This is an optimization exercise on Yosys and OpenROAD, whose aim is small area, a short achievable clock period and few clock cycles per item, not a production implementation. The RTL was checked by simulation tests, not by an equivalence proof against the original design. Power and IR drop assume default switching activity.

[design/flow/standard.sh]
#!/bin/bash
# synth_recipe.tcl (not shown) runs the flow's synth.tcl, then flattens the netlist and writes it again
# the make line also repeats each setting of config.mk as NAME=value (left out here)
make -C /OpenROAD-flow-scripts/flow DESIGN_CONFIG=/design/flow/config.mk WORK_HOME=/design/flow/orfs CLKGATE_MAP_FILE= SYNTH_SCRIPT=/design/flow/synth_recipe.tcl "${@:-finish}"
[design/flow/config.mk]
export PLATFORM = sky130hd
export DESIGN_NAME = round_robin_task_scheduler_top
export DESIGN_NICKNAME = round_robin_task_scheduler_top
export VERILOG_FILES = /design/flow/design.v
export SDC_FILE = /design/flow/constraint.sdc
export NUM_CORES = 4
export LEC_CHECK = 0
export ABC_AREA = 1
export CAP_MARGIN = 20
export CORE_MARGIN = 2
export CORE_UTILIZATION = 60
export CTS_CLUSTER_DIAMETER = 60
export CTS_CLUSTER_SIZE = 24
export PLACE_DENSITY = 0.75
export SETUP_SLACK_MARGIN = 3.9
export SLEW_MARGIN = 20
[design/flow/design.v]
package rrts_pkg;
    localparam int TASK_ID_W = 4;
    localparam int SLEEP_MS_W = 31;
    localparam int TICK_MS_W = 10;
    localparam int NUM_IDS = 1 << TASK_ID_W;
    localparam logic [1:0] CMD_TICK  = 2'd0;
    localparam logic [1:0] CMD_SPAWN = 2'd1;
    localparam logic [1:0] CMD_YIELD = 2'd2;
    localparam logic [1:0] CMD_SLEEP = 2'd3;
    localparam logic [TICK_MS_W-1:0] MS_PER_TICK_RESET = 10'd10;
endpackage
module round_robin_task_scheduler_top #(
    parameter int MAX_TASKS = 16
) (
    input  logic                  clk,
    input  logic                  rst_n,
    input  logic                  cmd_valid,
    output logic                  cmd_ready,
    input  logic [1:0]            cmd_op,
    input  logic [rrts_pkg::TASK_ID_W-1:0]  cmd_task_id,
    input  logic [rrts_pkg::SLEEP_MS_W-1:0] cmd_sleep_ms,
    output logic                  res_valid,
    input  logic                  res_ready,
    output logic [rrts_pkg::TASK_ID_W-1:0]  res_running_task,
    output logic                  res_idle,
    input  logic                  cfg_valid,
    output logic                  cfg_ready,
    input  logic [rrts_pkg::TICK_MS_W-1:0]  cfg_ms_per_tick
);
    localparam int N  = 16;
    localparam int MW = rrts_pkg::SLEEP_MS_W;
    localparam int TW = rrts_pkg::TICK_MS_W;
    localparam int KW = TW + 2;
    function automatic logic [MW-1:0] add_ms(input logic [MW-1:0] x, input logic [MW-1:0] y,
                                             input logic cin);
        logic [MW-1:0] g, p, gg, pp;
        g  = x & y;
        p  = x ^ y;
        gg = g;
        gg[0] = g[0] | (p[0] & cin);
        pp = p;
        for (int d = 1; d < MW; d = d * 2)
        begin
            for (int i = MW - 1; i >= 0; i--)
            begin
                if (((i / d) % 2) == 1)
                begin
                    gg[i] = gg[i] | (pp[i] & gg[(i / d) * d - 1]);
                    pp[i] = pp[i] & pp[(i / d) * d - 1];
                end
            end
        end
        add_ms = p ^ {gg[MW-2:0], cin};
    endfunction
    function automatic logic le_k(input logic [KW-1:0] a, input logic [KW-1:0] b);
        logic [15:0] gt, eq;
        gt = 16'(a & ~b);
        eq = {{(16 - KW){1'b1}}, ~(a ^ b)};
        for (int d = 1; d < 16; d = d * 2)
        begin
            for (int i = 0; i < 16; i = i + 2 * d)
            begin
                gt[i] = gt[i + d] | (eq[i + d] & gt[i]);
                eq[i] = eq[i + d] & eq[i];
            end
        end
        le_k = !gt[0];
    endfunction
    logic           a_valid;
    logic           a_tick, a_spawn, a_yield, a_sleep;
    logic           cmd_rdy_q;
    logic           fire_q;
    logic           a_hold_q;        
    logic           tk_q, sp_q, sl_q, rot_q;
    logic           a_le1;           
    logic           a_le2;           
    logic           idle_q;
    logic           rdy_nz;
    logic [3:0]     a_id;
    logic [MW-1:0]  a_ms;
    logic [N-1:0]   rdy, slp, run_oh;
    logic [3:0]     run_id;
    logic [N-1:0]   ex;
    logic [N-1:0]   due;             
    logic [2:0]     cnt [N];
    logic [N-1:0]   bef_q [N];       
    logic [MW-1:0]  elapsed;
    logic [MW-1:0]  ring [N];
    logic [3:0]     ph;
    logic           w_v;             
    logic [3:0]     w_pos;
    logic [MW-1:0]  w_dl;
    logic [TW-1:0]  mpt;
    logic [KW-1:0]  mul3;
    logic           cfg_chg;         
    logic           amb_q;
    logic           e1_v, e1_t, e1_hi0;
    logic           e1_eq0, e1_eq1, e1_bw;
    logic [3:0]     e1_id;
    logic [KW-1:0]  e1_lo;
    logic           e2_v;
    logic [1:0]     e2_t;
    logic [3:0]     e2_id;
    logic [4:1]     e2_le;
    logic           f_v0, f_v1;
    logic [4:0]     f0, f1;
    logic           is_tick, is_spawn, is_yield, is_sleep;
    logic           idle;
    logic [N-1:0]   id_oh;
    logic [N-1:0]   c_one, c_two;
    logic           fire;
    logic           f_pop;
    logic [N-1:0]   wake;
    logic           spawn_ok, sleep_ok, rot;
    logic [N-1:0]   q;
    logic [N-1:0]   head;
    logic [3:0]     head_id;
    logic [N-1:0]   mv, m2;
    logic           tk;
    assign is_tick  = a_tick;
    assign is_spawn = a_spawn;
    assign is_yield = a_yield;
    assign is_sleep = a_sleep;
    assign idle     = idle_q;
    always_comb
    begin
        for (int i = 0; i < N; i++)
        begin
            id_oh[i] = (a_id == 4'(i));
            c_one[i] = (cnt[i] == 3'd1);
            c_two[i] = (cnt[i] == 3'd2);
        end
    end
    assign fire  = fire_q;
    assign cmd_ready = cmd_rdy_q;
    assign tk       = tk_q;
    assign wake     = slp & due;
    assign spawn_ok = sp_q;
    assign sleep_ok = sl_q;
    assign rot      = rot_q;
    always_comb
    begin
        if (is_tick)
            q = rdy_nz ? rdy : wake;
        else if (is_sleep)
            q = rdy & ~run_oh;
        else
            q = rdy;
    end
    function automatic logic bef(input int i, input int j);
        if (i < j)      bef = bef_q[i][j];
        else if (i > j) bef = !bef_q[j][i];
        else            bef = 1'b0;
    endfunction
    always_comb
    begin
        for (int i = 0; i < N; i++)
        begin
            head[i] = q[i];
            for (int j = 0; j < N; j++)
            begin
                if (j != i)
                begin
                    head[i] = head[i] & (!q[j] || bef(i, j));
                end
            end
        end
        head_id = '0;
        for (int i = 0; i < N; i++)
        begin
            if (head[i]) head_id = head_id | 4'(i);
        end
    end
    assign mv = spawn_ok ? id_oh : (sleep_ok ? run_oh : (tk ? wake : '0));
    assign m2 = rot ? head : '0;
    logic [KW:0]    rem_lo;
    logic [MW-KW-1:0] el_hi1;
    logic           rem_eq0, rem_eq1;
    logic [KW-1:0]  mul1, mul2, mul4;
    logic           le1, le2, le3, le4;
    logic [2:0]     e2_c0, e2_c1, e2_c2, e2_cnt;
    logic           e2_ex, e2_due;
    logic [N-1:0]   e1_oh;
    logic [N-1:0]   e2_we;
    logic [N-1:0]   amb_n;
    logic           ms_le1;
    logic [3:0]     wpos;
    logic [MW-1:0]  dl_new;
    assign mul1 = KW'(mpt);
    assign mul2 = KW'(mpt) << 1;
    assign mul4 = KW'(mpt) << 2;
    assign rem_lo  = {1'b0, ring[0][KW-1:0]} - {1'b0, elapsed[KW-1:0]};
    assign el_hi1  = elapsed[MW-1:KW] + 1'b1;
    assign rem_eq1 = (ring[0][MW-1:KW] == el_hi1);
    assign rem_eq0 = (ring[0][MW-1:KW] == elapsed[MW-1:KW]);
    assign e1_hi0  = e1_bw ? e1_eq1 : e1_eq0;
    assign le1    = e1_hi0 && le_k(e1_lo, mul1);
    assign le2    = e1_hi0 && le_k(e1_lo, mul2);
    assign le3    = e1_hi0 && le_k(e1_lo, mul3);
    assign le4    = e1_hi0 && le_k(e1_lo, mul4);
    assign e2_ex  = e2_le[4];
    logic [2:0]     e3_c [4];
    logic [3:0]     e3_due;
    logic [2:0]     e3_ca, e3_cb;
    logic           e3_da, e3_db;
    always_comb
    begin
        for (int d = 0; d < 4; d++)
        begin
            if (e2_le[1])      e3_c[d] = 3'(1 - d);
            else if (e2_le[2]) e3_c[d] = 3'(2 - d);
            else if (e2_le[3]) e3_c[d] = 3'(3 - d);
            else if (e2_le[4]) e3_c[d] = 3'(4 - d);
            else               e3_c[d] = 3'(5 - d);
            e3_due[d] = e2_le[d + 1] && ((d == 0) || !e2_le[d]);
        end
    end
    assign e3_ca  = e3_c[e2_t];
    assign e3_cb  = e3_c[e2_t + 2'd1];
    assign e3_da  = e3_due[e2_t];
    assign e3_db  = e3_due[e2_t + 2'd1];
    assign e2_cnt = tk ? e3_cb : e3_ca;
    assign e2_due = tk ? e3_db : e3_da;
    assign ms_le1  = a_le1;
    assign wpos    = run_id - ph - 4'd2;
    assign dl_new  = elapsed + a_ms;
    always_comb
    begin
        for (int i = 0; i < N; i++)
        begin
            e1_oh[i] = (e2_id == 4'(i));
        end
    end
    assign e2_we = {N{e2_v}} & e1_oh & slp & ~(wake & {N{tk}});
    assign amb_n = ({N{cfg_chg}} & slp)
                 | (slp & ~ex & ~e2_we & (tk ? c_two : c_one));
    logic [4:0]     res_new;
    logic           f_v0_n, f_v1_n;
    logic           a_valid_n, a_tick_n, amb_any, fire_n;
    logic           a_spawn_n, a_yield_n, a_sleep_n, inlist_n, idle_n;
    logic [3:0]     id_n;
    logic [N-1:0]   rdy_n, slp_n;
    assign f_pop   = f_v0 && res_ready;
    assign res_new = rot ? {(q == '0), head_id} : {idle, run_id};
    assign f_v0_n  = fire || f_v1 || (f_v0 && !f_pop);
    assign f_v1_n  = (f_v1 && !f_pop) || (fire && f_v0 && !f_pop);
    assign a_valid_n = !a_hold_q ? cmd_valid : a_valid;
    assign a_tick_n  = !a_hold_q ? (cmd_op == rrts_pkg::CMD_TICK) : a_tick;
    assign a_spawn_n = !a_hold_q ? (cmd_op == rrts_pkg::CMD_SPAWN) : a_spawn;
    assign a_yield_n = !a_hold_q ? (cmd_op == rrts_pkg::CMD_YIELD) : a_yield;
    assign a_sleep_n = !a_hold_q ? (cmd_op == rrts_pkg::CMD_SLEEP) : a_sleep;
    assign id_n      = !a_hold_q ? cmd_task_id : a_id;
    assign inlist_n  = rdy_n[id_n] || slp_n[id_n];
    assign idle_n    = rot ? (q == '0) : idle_q;
    assign amb_any   = |amb_n;
    assign fire_n    = a_valid_n && !f_v1_n && !(a_tick_n && amb_any);
    always_comb
    begin
        rdy_n = rdy;
        slp_n = slp;
        if (spawn_ok)
        begin
            rdy_n = rdy | id_oh;
        end
        else if (sleep_ok)
        begin
            rdy_n = rdy & ~run_oh;
            slp_n = slp | run_oh;
        end
        else if (tk)
        begin
            rdy_n = rdy | wake;
            slp_n = slp & ~wake;
        end
    end
    assign res_valid        = f_v0;
    assign res_running_task = f0[3:0];
    assign res_idle         = f0[4];
    assign cfg_ready        = 1'b1;
    always_ff @(posedge clk or negedge rst_n)
    begin
        if (!rst_n)
        begin
            a_valid <= 1'b0;
            rdy     <= '0;
            slp     <= '0;
            run_oh  <= '0;
            run_id  <= '0;
            ph      <= '0;
            mpt     <= rrts_pkg::MS_PER_TICK_RESET;
            mul3    <= KW'(3 * rrts_pkg::MS_PER_TICK_RESET);
            cfg_chg <= 1'b0;
            elapsed <= '0;
            amb_q   <= 1'b0;
            e1_v    <= 1'b0;
            e2_v    <= 1'b0;
            w_v     <= 1'b0;
            f_v0    <= 1'b0;
            f0      <= '0;
            f_v1    <= 1'b0;
            cmd_rdy_q <= 1'b0;       
            fire_q  <= 1'b0;
            a_hold_q <= 1'b1;
            tk_q    <= 1'b0;
            sp_q    <= 1'b0;
            sl_q    <= 1'b0;
            rot_q   <= 1'b0;
            idle_q  <= 1'b1;
            rdy_nz  <= 1'b0;
        end
        else
        begin
            a_valid <= a_valid_n;
            rdy     <= rdy_n;
            slp     <= slp_n;
            rdy_nz  <= (rdy_n != '0);
            if (rot)
            begin
                run_oh <= head;
                run_id <= head_id;
            end
            idle_q  <= idle_n;
            ph <= ph + 4'd1;
            if (tk)
            begin
                elapsed <= elapsed + MW'(mpt);
            end
            cfg_chg <= cfg_valid && (cfg_ms_per_tick != mpt);
            if (cfg_valid)
            begin
                mpt  <= cfg_ms_per_tick;
                mul3 <= (KW'(cfg_ms_per_tick) << 1) + KW'(cfg_ms_per_tick);
            end
            amb_q <= |amb_n;
            e1_v  <= sleep_ok || (slp[ph] && !(tk && wake[ph]) && !(w_v && w_pos == 4'd15));
            w_v   <= sleep_ok;
            e2_v  <= e1_v;
            f_v0  <= f_v0_n;
            if (fire && (!f_v0 || f_pop))
                f0 <= res_new;
            else if (f_pop && f_v1)
                f0 <= f1;
            f_v1  <= f_v1_n;
            cmd_rdy_q <= !a_valid_n || fire_n;
            fire_q  <= fire_n;
            a_hold_q <= a_valid_n && !fire_n;
            tk_q    <= fire_n && a_tick_n;
            sp_q    <= fire_n && a_spawn_n && !inlist_n;
            sl_q    <= fire_n && a_sleep_n && !idle_n;
            rot_q   <= fire_n && (a_tick_n || a_yield_n || (a_sleep_n && !idle_n));
        end
    end
    always_ff @(posedge clk)
    begin
        if (!a_hold_q)
        begin
            a_tick  <= (cmd_op == rrts_pkg::CMD_TICK);
            a_spawn <= (cmd_op == rrts_pkg::CMD_SPAWN);
            a_yield <= (cmd_op == rrts_pkg::CMD_YIELD);
            a_sleep <= (cmd_op == rrts_pkg::CMD_SLEEP);
            a_le1   <= (cmd_sleep_ms[MW-1:TW] == '0) && (cmd_sleep_ms[TW-1:0] <= mpt);
            a_le2   <= (cmd_sleep_ms[MW-1:TW+1] == '0) && (cmd_sleep_ms[TW:0] <= {mpt, 1'b0});
            a_id <= cmd_task_id;
            a_ms <= cmd_sleep_ms;
        end
        e1_t <= tk;
        e2_t  <= {1'b0, e1_t} + {1'b0, tk};
        e2_id <= e1_id;
        e2_le <= {le4, le3, le2, le1};
        if (sleep_ok)
        begin
            e1_id  <= run_id;
            e1_eq0 <= (a_ms[MW-1:KW] == '0);
            e1_eq1 <= (a_ms[MW-1:KW] == '0);
            e1_bw  <= 1'b0;
            e1_lo  <= a_ms[KW-1:0];
        end
        else
        begin
            e1_id  <= ph;
            e1_eq0 <= rem_eq0;
            e1_eq1 <= rem_eq1;
            e1_bw  <= rem_lo[KW];
            e1_lo  <= rem_lo[KW-1:0];
        end
        w_pos <= wpos;
        w_dl  <= dl_new;
        for (int p = 0; p < N; p++)
        begin
            if (w_v && w_pos == 4'(p))
                ring[p] <= w_dl;
            else
                ring[p] <= ring[(p + 1) % N];
        end
        for (int i = 0; i < N; i++)
        begin
            if (sleep_ok && run_oh[i])
            begin
                cnt[i] <= ms_le1 ? 3'd1 : (a_le2 ? 3'd2 : 3'd3);
                ex[i]  <= a_le2;
                due[i] <= ms_le1;
            end
            else if (cfg_chg)
            begin
                cnt[i] <= 3'd1;
                ex[i]  <= 1'b0;
                due[i] <= 1'b0;
            end
            else if (e2_we[i])
            begin
                cnt[i] <= e2_cnt;
                ex[i]  <= e2_ex;
                due[i] <= e2_due;
            end
            else if (tk && slp[i])
            begin
                cnt[i] <= cnt[i] - 3'd1;
                due[i] <= ex[i] && c_two[i];
            end
        end
        for (int i = 0; i < N; i++)
        begin
            for (int j = i + 1; j < N; j++)
            begin
                if (m2[j])
                    bef_q[i][j] <= 1'b1;
                else if (m2[i])
                    bef_q[i][j] <= 1'b0;
                else if (mv[j] && !mv[i])
                    bef_q[i][j] <= 1'b1;
                else if (mv[i] && !mv[j])
                    bef_q[i][j] <= 1'b0;
            end
        end
        if (fire && f_v0 && !f_pop)
            f1 <= res_new;
    end
endmodule
[design/flow/constraint.sdc]
create_clock -name core_clock -period 6.5 [get_ports {clk}]
set_input_delay 1.3000 -clock core_clock [delete_from_list [all_inputs] [get_ports {clk}]]
set_output_delay 1.3000 -clock core_clock [all_outputs]
set_load 0.01 [all_outputs]
[design/flow/flow/run.sh]
#!/bin/bash
# The standard layout (standard.sh, unchanged synthesis and steps), except that clock
# tree synthesis adds no dummy loads to the clock tree and the port buffers are buf_2 cells.
# The whole ORFS run's output goes to standard.log here; ORFS keeps each step's own log
# under orfs/logs/.
set -euo pipefail
export CTS_ARGS="-sink_clustering_enable -repair_clock_nets -sink_clustering_size 24 -sink_clustering_max_diameter 60 -dont_use_dummy_load"
export BUFFER_PORTS_ARGS="-buffer_cell sky130_fd_sc_hd__buf_2"
bash standard.sh > standard.log 2>&1
==> results of run 1 <==
## flip-flops by register name (all words and copies together) (netlist names), 5 cells and up
name / flops
f1: 5
a_ms: 31
due: 16
elapsed: 31
w_dl: 31
e1_lo: 12
ex: 16
ring: 496
mul3: 12
run_oh: 16
slp: 16
rdy: 16
cnt: 48
mpt: 9
f0: 5
bef_q: 120
## critical path, delay by kind of cell (launching register included)
kind / cells / cell delay (ns)
buffers and inverters: 2 / 0.78
AOI/OAI and AO/OA: 3 / 0.62
DFF: 1 / 0.59
and+or+nand+nor: 3 / 0.51
## cell families (layout without fill, tap and decap cells)
kind of cell    count (synthesis)  count (layout)
simple gates                 2176            2177
compound gates               1249            1249
flops                         936             936
buf+inv                       794             739
fa+ha+maj                     187             187
xor+xnor                      113             113
other cells                     1               1
mux                             1               1
## worst max-delay path by stage
stage                                   from                         to  depth (start not counted)
after global placement        sp_q$_DFF_PN0_  bef_q[2][11]$_SDFFE_PP1P_                         10
final                         tk_q$_DFF_PN0_   bef_q[4][8]$_SDFFE_PP1P_                          8
after global routing          sp_q$_DFF_PN0_   bef_q[4][7]$_SDFFE_PP1P_                          9
after CTS                     tk_q$_DFF_PN0_   bef_q[0][1]$_SDFFE_PP1P_                          8
after detailed placement      sp_q$_DFF_PN0_  bef_q[2][11]$_SDFFE_PP1P_                         10
after floorplan           cfg_ms_per_tick[0]        mul3[9]$_DFFE_PN0P_                         14
## area by class of cell
class / instances / area, um2 / share of cell area, %
Multi-Input combinational cell: 3728 / 20200 / 43.2
Clock buffer: 68 / 1700 / 3.64
Timing Repair inverter: 2 / 15.0 / 0.0321
Timing Repair Buffer: 128 / 922 / 1.97
Tap cell: 950 / 1190 / 2.54
Inverter: 541 / 2110 / 4.51
Sequential cell: 936 / 20600 / 44.1
## routing by layer
layer	global-route usage, %	vias up	wire (um)
li1	-	17900	-
met1	43.4	17300	51300
met2	54.6	1646	57600
met3	5.75	462	10800
met4	17.0	2	7170
met5	0	-	12
## cell usage in the layout (no fill, tap or decap), drive strengths merged, types with 6 or more instances in the layout
| cell type | count |
|---|---|
| nand4 | 79 |
| xnor2 | 43 |
| a31oi | 14 |
| xor2 | 70 |
| or2 | 13 |
| nand3 | 202 |
| nand3b | 14 |
| nand2 | 1425 |
| dfxtp | 689 |
| o21a | 6 |
| dfstp | 8 |
| nor4 | 27 |
| o211ai | 135 |
| dfrtp | 121 |
| o221ai | 58 |
| buf | 126 |
| o22ai | 47 |
| o21ai | 662 |
| nor3 | 29 |
| inv | 523 |
| clkbuf | 70 |
| edfxtp | 118 |
| ha | 182 |
| clkinvlp | 15 |
| a211oi | 6 |
| o2111ai | 8 |
| a21oi | 276 |
| nor2 | 383 |
| a21o | 10 |
## power by group
group          total (mW)  internal (mW)  leakage (nW)  switching [mW]
Sequential           9.32           8.09          8.49            1.23
Combinational        8.29           2.85          12.1            5.44
Clock                3.78           1.85         0.838            1.93
## synthesized netlist by cell type, drive strengths merged (6+ instances only)
master	n
o22ai	47
a21oi	276
nand2	1425
o221ai	58
xor2	70
dfrtp	121
o2111ai	8
nand3b	14
o211ai	135
edfxtp	118
or2	13
o21ai	662
xnor2	43
a21o	10
inv	535
a211oi	6
nor2	383
dfstp	8
nor3	29
nand4	78
dfxtp	689
buf	65
clkinv	6
ha	182
a31oi	14
o21a	6
nand3	202
nor4	27
clkbuf	188
## timing repair
item	in CTS	in global routing
cloned	2	2
hold endpoints to repair	0	0
setup buffers	14	21
pin swaps	3	11
resized for setup	75	63
setup endpoints to repair	209	181
==> results.txt, run 1 <==
Synthesized Nets 5696; Starting Density 60.6%; Post-Place Cells 6246; fraction of the mapped netlist area in simple logic gates 20.9%; Compound-Gate Fraction of Synth Area 16.6%; Clock Path Buffers 3; Ant. Diodes 0; chip height 273 um; number of global-route vias before repair 35300; minimum clock period 2.59 ns; Main synth FF type dfxtp_1; Slew HR 38.7%; first-pass GRT wire length 197000 um; worst hold path type reg -> reg; DR vias 37400; largest net degree at the start of global routing 73; CP Max Fanout 29; hpwl dp 86200 um; Critical Path RT 7.05 ns; final worst-path cycle share 39.9%; Cell Chain, Critical Path nand2_1 > buf_4 > o211ai_1 > nand2_2 > clkinvlp_4 > o21ai_0 > o211ai_2 > nand2_1; die footprint 74500 um2; DRC violations left 0; Root Driver clkbuf_16; unrepaired setup endpoints after global routing true; largest family of logic cells by synthesized area simple AND/OR/NAND/NOR gates; worst r2r src tk_q$_DFF_PN0_; R2R setup slack 3.91 ns; Synth area leaders dfxtp_1, nand2_1, edfxtp_1; Hold Path Origin e1_id[3]$_DFF_P_; gpl congestion 1.04; Routed Antenna Nets 0; I/O pin count 60; final WL 127000 um; Cells after Synth 5457; Yosys top cell area share 31.8%; Power Density 458 nW/um2; Area Growth Syn to Fin 7.61%; Post-synth EDFFs 118; Ys Warns 6; crit-path max cell delay 0.59 ns; pre-CTS setup slack 3.20 ns; DR iter-0 viols 3792; Seq cells post-synth 936; Post-Synth Adder-Cell Area 5.48%; area leader, netlist dfxtp_1; core area 71600 um2; clock slew at reported path FFs 0.09 ns; fin area 46700 um2; CP max-delay cell dfrtp_4; Avg Cell Area, Syn 7.96 um2; initial antenna violation count 1; Max Fclk 0.386 GHz; Post-DP Area 44100 um2; max-cap viol count 0; H-tree Lvls 3; final worst slack 3.91 ns; nets@finish 5644; WL/cell 20.0 um; Setup crit end kind flip-flop; Final Hold Fails 0; Buffers on Ports 58; first drt pass iteration count 6; status complete, no violations; Arr. time, crit path 3.14 ns; Hold Slack 0.318 ns; worst reg2reg path endpoint bef_q[4][8]$_SDFFE_PP1P_; Post-Route Utilization 65.2%; Fill cells 6245; # hold bufs at CTS 0; Max VDD drop 0.338 mV; global route overflow 0; multiplexer share of the synthesized area 0.0231%; Tot Pwr 21.4 mW; vias per std cell 5.88; Sink Count 936; critical path launch point type flip-flop; post-synthesis xor/xnor area fraction 2.28%; Slew Viols, Final 0; GR Util All Layers 33.7%; sequential cell area fraction in the yosys report 47.4%; worst skew pair latency 0.64 ns; cell leakage power 21.4 nW; Setup Skew 0.0770 ns; TNS Setup 0 ns; CTS tree done; Hold Path Depth 0; hold path endpoint e2_id[3]$_DFF_P_; Syn Std Cell Area 43400 um2; row count 98; worst-margin pin slew 0.919 ns; Final Non-Filler Cells 6353; Post-synth ARST share 13.8%; Reg2Reg Depth 8; TritonCTS buffer count 68; most used cell, CP nand2_1; CP Class reg -> reg; layout cells sized above 1 7.90%; post-synthesis cell type count 65; final-report setup violation count 0; Die X 273 um
Testbench counts, summed over its fixed seeds: cycles 13,116, items 12,800.
==> inputs of run 2 (changes only) <==
--- a/design/flow/config.mk
+++ b/design/flow/config.mk
@@ -8,9 +8,9 @@
 export ABC_AREA = 1
 export CAP_MARGIN = 20
 export CORE_MARGIN = 2
-export CORE_UTILIZATION = 60
+export CORE_UTILIZATION = 68
 export CTS_CLUSTER_DIAMETER = 60
 export CTS_CLUSTER_SIZE = 24
-export PLACE_DENSITY = 0.75
+export PLACE_DENSITY = 0.8
 export SETUP_SLACK_MARGIN = 3.9
 export SLEW_MARGIN = 20
==> results.txt, run 2 <==
fraction of the mapped netlist area in simple logic gates 20.9% (unchanged); Clock Path Buffers 3 (unchanged); critical path launch point type flip-flop; commonest non-fill, non-tap cell in the layout nand2_1; Max Fclk 0.383 GHz (-0.65%); biggest regs ring x496, bef_q x120, cnt x48; unrepaired setup endpoints after global routing true; post-synthesis cell type count 65 (unchanged); max-cap viol count 0 (unchanged); CP Depth 1 (-7); Syn Std Cell Area 43400 um2 (unchanged); status complete, no violations; crit-path max cell delay 0.50 ns (-0.09 ns); hpwl dp 86600 um (+0.44%); first drt pass iteration count 7 (+1); Critical Path RT 5.20 ns (-1.85 ns); DR iter-0 viols 4321 (+14%); max reg flops 496 (unchanged); final worst-path cycle share 40.1% (+0.26 points); Slew Viols, Final 0 (unchanged); Max VDD drop 0.363 mV (+7.6%); CTS tree done; Arr. time, crit path 1.31 ns (-1.83 ns); Compound-Gate Fraction of Synth Area 16.6% (unchanged); nets@finish 5645 (+0.018%); gpl congestion 1.10 (+6.3%); Tot Pwr 21.2 mW (-1.0%); WL/cell 20.4 um (+2.3%); GR Util All Layers 37.8% (+4.2 points); most common cell in the netlist nand2_1; Synthesized Nets 5696 (unchanged); largest net degree at the start of global routing 89 (+22%); fin area 46500 um2 (-0.58%); chip height 257 um (-6.0%); TritonCTS buffer count 57 (-16%); multiplexer share of the synthesized area 0.0231% (unchanged); Post-synth ARST share 13.8% (unchanged); Buffers on Ports 58 (unchanged); core area 63100 um2 (-12%); global route overflow 0 (unchanged); area leader, netlist dfxtp_1; Post-synth EDFFs 118 (unchanged); row count 92 (-6.1%); worst skew pair latency 0.66 ns (+0.02 ns); H-tree Lvls 2 (-1); minimum clock period 2.61 ns (+0.0170 ns); Routed Antenna Nets 0 (unchanged); Sink Count 936 (unchanged); sequential cell area fraction in the yosys report 47.4% (unchanged); worst hold path type reg -> reg; first-pass GRT wire length 198000 um (+0.93%); Ant. Diodes 0 (unchanged); Synth top cells by count nand2_1, dfxtp_1, o21ai_0; CP max-delay cell dfrtp_2; Area Growth Syn to Fin 6.99%; Post-Place Cells 6137 (-1.7%); layout cells sized above 1 7.92% (+0.017 points); worst reg2reg path endpoint bef_q[4][12]$_SDFFE_PP1P_; Avg Cell Area, Syn 7.96 um2 (unchanged); # hold bufs at CTS 0 (unchanged); post-synthesis xor/xnor area fraction 2.28% (unchanged); Seq cells post-synth 936 (unchanged); Critical path origin f0[0]$_DFFE_PN0P_; worst r2r src rdy_nz$_DFF_PN0_; number of global-route vias before repair 36100 (+2.2%); DRC violations left 0 (unchanged); commonest cells after routing, fill and taps aside nand2_1, dfxtp_1, o21ai_0; Reg with most FFs ring; die footprint 65900 um2 (-12%); Power Density 456 nW/um2 (-0.45%); CP Max Fanout 2 (-93%); Yosys top cell area share 31.8% (unchanged); Cell Chain, Critical Path buf_6; Setup Skew 0.0587 ns (-0.0182 ns); DR vias 38300 (+2.4%); Final Non-Filler Cells 6250 (-1.6%); Main synth FF type dfxtp_1; Starting Density 68.8% (+8.2 points); Cells after Synth 5457 (unchanged); Hold Path Depth 0 (unchanged); final WL 128000 um (+0.60%); I/O pin count 60 (unchanged); Synth area leaders dfxtp_1, nand2_1, edfxtp_1; Setup crit end kind output pin; Post-Synth Adder-Cell Area 5.48% (unchanged); Hold Path Origin e1_id[2]$_DFF_P_; Post-DP Area 44000 um2 (-0.41%); CP Class reg -> out; R2R setup slack 3.91 ns (about the same); cell leakage power 21.3 nW (-0.43%); largest family of logic cells by synthesized area simple AND/OR/NAND/NOR gates; Die X 257 um (-6.0%); final-report setup violation count 0 (unchanged); Final Hold Fails 0 (unchanged); TNS Setup 0 ns (unchanged); Top delay family on crit path flip-flops; Slew HR 34.8% (-3.9 points); clock slew at reported path FFs 0.08 ns (about the same); worst-margin pin slew 0.977 ns (+0.0588 ns); crit path capture res_running_task[0]; Buf+Inv Stages, Crit Path 1 (-1); Ys Warns 6 (unchanged); Root Driver clkbuf_16; Post-Route Utilization 73.6% (+8.4 points); initial antenna violation count 1 (unchanged); vias per std cell 6.12 (+4.1%); Reg2Reg Depth 12 (+4)
-- run 2: how the worst min path moves through the flow --
stage	slack, ns	to
floorplan	0.31	e2_id[0]$_DFF_P_
global placement	0.31	e2_id[2]$_DFF_P_
detailed placement	0.31	e2_id[1]$_DFF_P_
CTS	0.32	e2_id[2]$_DFF_P_
global route	0.33	e2_id[2]$_DFF_P_
finish	0.32	e2_id[2]$_DFF_P_
-- run 2: metrics by stage --
step	worst slack [ns]	hold WS [ns]
after floorplan	3.72	0.310
after global placement	3.13	0.310
after detailed placement	3.08	0.313
after CTS	3.76	0.324
after global routing	3.87	0.331
final	3.89	0.324
-- run 2: cell type report --
cell class,count,area (um2)
Multi-Input combinational cell,3728,20200
Tap cell,846,1060
Fill cell,4972,16600
Clock buffer,57,1430
Inverter,541,2110
Sequential cell,936,20600
Timing Repair Buffer,138,1010
Timing Repair inverter,4,27.5
-- run 2: cells by family after synthesis --
| logic type | count (synthesis) |
|---|---|
| AO/OA/AOI/OAI | 1249 |
| adder cells (fa/ha/maj) | 187 |
| AND/OR/NAND/NOR | 2176 |
| buffers and inverters | 794 |
| multiplexers | 1 |
| XOR/XNOR | 113 |
| other | 1 |
| flip-flops | 936 |
-- run 2: power breakdown --
group	switching (mW)	internal, mW
registers	1.26	8.09
clock network	1.86	1.54
logic	5.55	2.87
-- run 2: worst register-to-register path: cells and delay by family (launching register included) --
kind / cells / cell delay (ns)
buf+inv: 1 / 0.18
simple gates: 9 / 1.43
compound gates: 2 / 0.33
flops: 1 / 0.52
-- run 2: what timing repair did --
action,CTS,global route
setup endpoints to repair,228,260
pin swaps,2,10
gates resized for setup,88,64
gates cloned,5,1
setup buffers,26,24
hold endpoints to repair,0,0
-- run 2: layer usage --
metal  up-vias  track usage, %  wire length (um)
met5         -               0                12
li1      17900               -                 -
met1     17800            49.8             50600
met3       529            5.89             12000
met4         2            19.2              7630
met2      2006            60.8             57300
==> inputs of run 3 (changes only) <==
--- a/design/flow/config.mk
+++ b/design/flow/config.mk
@@ -8,9 +8,9 @@
 export ABC_AREA = 1
 export CAP_MARGIN = 20
 export CORE_MARGIN = 2
-export CORE_UTILIZATION = 68
+export CORE_UTILIZATION = 75
 export CTS_CLUSTER_DIAMETER = 60
 export CTS_CLUSTER_SIZE = 24
-export PLACE_DENSITY = 0.8
+export PLACE_DENSITY = 0.85
 export SETUP_SLACK_MARGIN = 3.9
 export SLEW_MARGIN = 20
==> results.txt, run 3 <==
Ant. Diodes 0 (unchanged); first-pass GRT wire length 201000 um (+1.2%); TritonCTS buffer count 53 (-7.0%); gpl congestion 1.08 (-2.2%); Final Non-Filler Cells 6176 (-1.2%); number of global-route vias before repair 37500 (+3.8%); minimum clock period 2.63 ns (+0.0187 ns); Synthesized Nets 5696 (unchanged); Cell Chain, Critical Path buf_6 > inv_8 > nor2_4 > nand2_2 > nand3_2 > inv_1 > nand2_1 > nand3_1 > nor2_1 > nand3_4 > buf_4 > buf_4 > nand2_1; Arr. time, crit path 3.20 ns (+1.89 ns); Cells after Synth 5457 (unchanged); Tot Pwr 21.1 mW (-0.34%); R2R setup slack 3.87 ns (-0.04 ns); Slew HR 34.4% (-0.45 points); TNS Setup 0 ns (unchanged); Post-synth ARST share 13.8% (unchanged); die footprint 59800 um2 (-9.2%); CP Max Fanout 26 (+24); Sequential Power Share 44.3% (+0.2 points); most common cell in the netlist nand2_1; hold path endpoint e2_id[1]$_DFF_P_; Ys Warns 6 (unchanged); worst skew pair latency 0.66 ns (about the same); Syn Std Cell Area 43400 um2 (unchanged); core area 57500 um2 (-8.9%); nets@finish 5652 (+0.12%); cell leakage power 21.4 nW (+0.25%); Reg2Reg Depth 13 (+1); GR Util All Layers 42.5% (+4.7 points); max reg flops 496 (unchanged); final-report setup violation count 0 (unchanged); Buf+Inv Stages, Crit Path 5 (+4); max-cap viol count 0 (unchanged); Routed Antenna Nets 0 (unchanged); Max Fclk 0.380 GHz (-0.71%); Die X 245 um (-4.7%); vias per std cell 6.38 (+4.2%); Setup crit end kind flip-flop; Critical Path RT 7.07 ns (+1.87 ns); Synth top cells by count nand2_1, dfxtp_1, o21ai_0; post-synthesis cell type count 65 (unchanged); commonest cells after routing, fill and taps aside nand2_1, dfxtp_1, o21ai_0; Top delay family on crit path simple AND/OR/NAND/NOR gates; Post-Route Utilization 80.6% (+7.0 points); Area Growth Syn to Fin 6.71%; I/O pin count 60 (unchanged); initial antenna violation count 2 (+1); Avg Cell Area, Syn 7.96 um2 (unchanged); final worst-path cycle share 40.4% (+0.29 points); Final Hold Fails 0 (unchanged); Buffers on Ports 58 (unchanged); clock share of power 15.5% (-0.6 points); Setup Skew 0.0724 ns (+0.0137 ns); Yosys top cell area share 31.8% (unchanged); Post-synth EDFFs 118 (unchanged); unrepaired setup endpoints after global routing true; layout cells sized above 1 8.11% (+0.19 points); biggest regs ring x496, bef_q x120, cnt x48; Psw 8.71 mW (+0.49%); Main synth FF type dfxtp_1; Reg with most FFs ring; commonest non-fill, non-tap cell in the layout nand2_1; Starting Density 75.5% (+6.7 points); area leader, netlist dfxtp_1; global route overflow 0 (unchanged); Combinational Power Share 40.2% (+0.4 points); CP Class reg -> reg; sequential cell area fraction in the yosys report 47.4% (unchanged); worst r2r src a_tick$_DFF_P_; Hold Path Origin e1_id[1]$_DFF_P_; critical path launch point type flip-flop; largest net degree at the start of global routing 89 (unchanged); Power Density 455 nW/um2 (about the same); status complete, no violations; Max VDD drop 0.358 mV (-1.4%); DRC violations left 0 (unchanged); CP max-delay cell dfxtp_1; clock slew at reported path FFs 0.09 ns (about the same); CTS tree done; Slew Viols, Final 0 (unchanged); final WL 131000 um (+2.4%); row count 88 (-4.3%); DR iter-0 viols 5047 (+17%); P_int 12.4 mW (-0.90%); first drt pass iteration count 8 (+1); crit-path max cell delay 0.33 ns (-0.17 ns); DR vias 39400 (+3.0%); Seq cells post-synth 936 (unchanged); WL/cell 21.2 um (+3.6%); hpwl dp 86400 um (-0.25%); Post-Place Cells 6055 (-1.3%); Sink Count 936 (unchanged); worst reg2reg path endpoint run_oh[9]$_DFFE_PN0P_; Root Driver clkbuf_16; chip height 245 um (-4.7%); Clock Path Buffers 3 (unchanged); worst hold path type reg -> reg; Synth area leaders dfxtp_1, nand2_1, edfxtp_1; Hold Path Depth 0 (unchanged); H-tree Lvls 2 (unchanged); worst-margin pin slew 0.984 ns (+0.00673 ns); Net Sw Frac 41.3% (+0.34 points)
## run 3: worst max-delay path by stage
stage	slack [ns]	startpoint	endpoint	depth (start not counted)
5_1_grt	3.82	elapsed[0]$_DFFE_PN0P_	e1_lo[10]$_DFF_P_	13
6_report	3.87	a_tick$_DFF_P_	run_oh[9]$_DFFE_PN0P_	13
2_1_floorplan	3.72	cfg_ms_per_tick[0]	mul3[9]$_DFFE_PN0P_	14
4_1_cts	3.80	w_v$_DFF_PN0_	e1_v$_DFF_PN0_	5
3_3_place_gp	3.01	sl_q$_DFF_PN0_	bef_q[2][11]$_SDFFE_PP1P_	11
3_5_place_dp	3.01	rdy_nz$_DFF_PN0_	bef_q[14][15]$_SDFFE_PP1P_	10
## run 3: kinds of logic after synthesis
family	after synthesis	share of synthesized area [%]
flip-flops	936	47.4
multiplexers	1	0.0231
XOR/XNOR	113	2.28
AO/OA/AOI/OAI	1249	16.6
other	1	0.00864
buffers and inverters	794	7.34
AND/OR/NAND/NOR	2176	20.9
adder cells (fa/ha/maj)	187	5.48
## run 3: repair_timing
item | 4_1_cts | 5_1_grt
gates resized for setup | 87 | 76
endpoints found under the setup margin | 199 | 270
setup buffers | 31 | 32
pin swaps | 4 | 12
hold buffers | 0 | 0
cloned | 4 | 1
hold endpoints to repair | 0 | 0
## run 3: layout make-up
class                           count  area [um2]
Sequential cell                   936       20600
Multi-Input combinational cell   3729       20300
Fill cell                        3910       11100
Inverter                          541        2110
Clock buffer                       53        1330
Timing Repair Buffer              149        1060
Tap cell                          765         957
Timing Repair inverter              3        22.5
## run 3: metrics by stage
| step | hold WS [ns] | area, um2 | setup WS, ns |
|---|---|---|---|
| 2_1_floorplan | 0.310 | 43500 | 3.72 |
| 3_3_place_gp | 0.311 | 43900 | 3.01 |
| 3_5_place_dp | 0.316 | 43900 | 3.01 |
| 4_1_cts | 0.327 | 45800 | 3.80 |
| 5_1_grt | 0.324 | 46300 | 3.82 |
| 6_report | 0.327 | 46300 | 3.87 |
## run 3: layer usage
layer  up-vias  routed length [um]  part of all wire [%]  global-route usage [%]
li1      18000                   -                     -                       -
met2      2441               58700                    45                    68.4
met5         -                  11                0.0084                       0
met1     18300               48700                    37                    54.1
met3       693               14200                    11                    7.45
met4         2                9160                   7.0                    24.8
## run 3: power by group through the flow
stage	Clock [mW]	Sequential, mW	Combinational, mW
6_report	3.27	9.34	8.49
3_3_place_gp	0	9.30	7.46
2_1_floorplan	0	8.88	5.84
5_1_grt	3.47	9.47	9.34
3_5_place_dp	0	9.34	7.73
4_1_cts	3.26	9.25	8.03

static timing again, ports no longer ideal:
The results above use ideal ports. As a check the final layouts listed here were re-extracted and re-timed, cells and wires unchanged. Step 1 assumes that a clkbuf_16 drives the clock port and a buf_2 every other input. Step 2 times the ports against the registers' clock, not the clock port: input delays grow and output delays shrink by t, the midpoint of the rising clock arrivals with the driver on. a / b / c = ideal / step 1 / step 2; a / b = the first two.
run	t (ns)	slack for setup (ns)	worst setup path at the end	worst register clock-pin slew, ns
run 1	0.669	3.907 / 3.907 / 3.379	input to register	0.09 / 0.09
run 2	0.703	3.890 / 3.823 / 3.352	input to register	0.09 / 0.09
run 3	0.691	3.872 / 3.846 / 3.399	input to register	0.10 / 0.10
After both steps setup and hold are still met in every run listed. The setup slack of run 2, which loses most, moves by -0.067 ns with the drivers and by -0.538 ns with both steps.
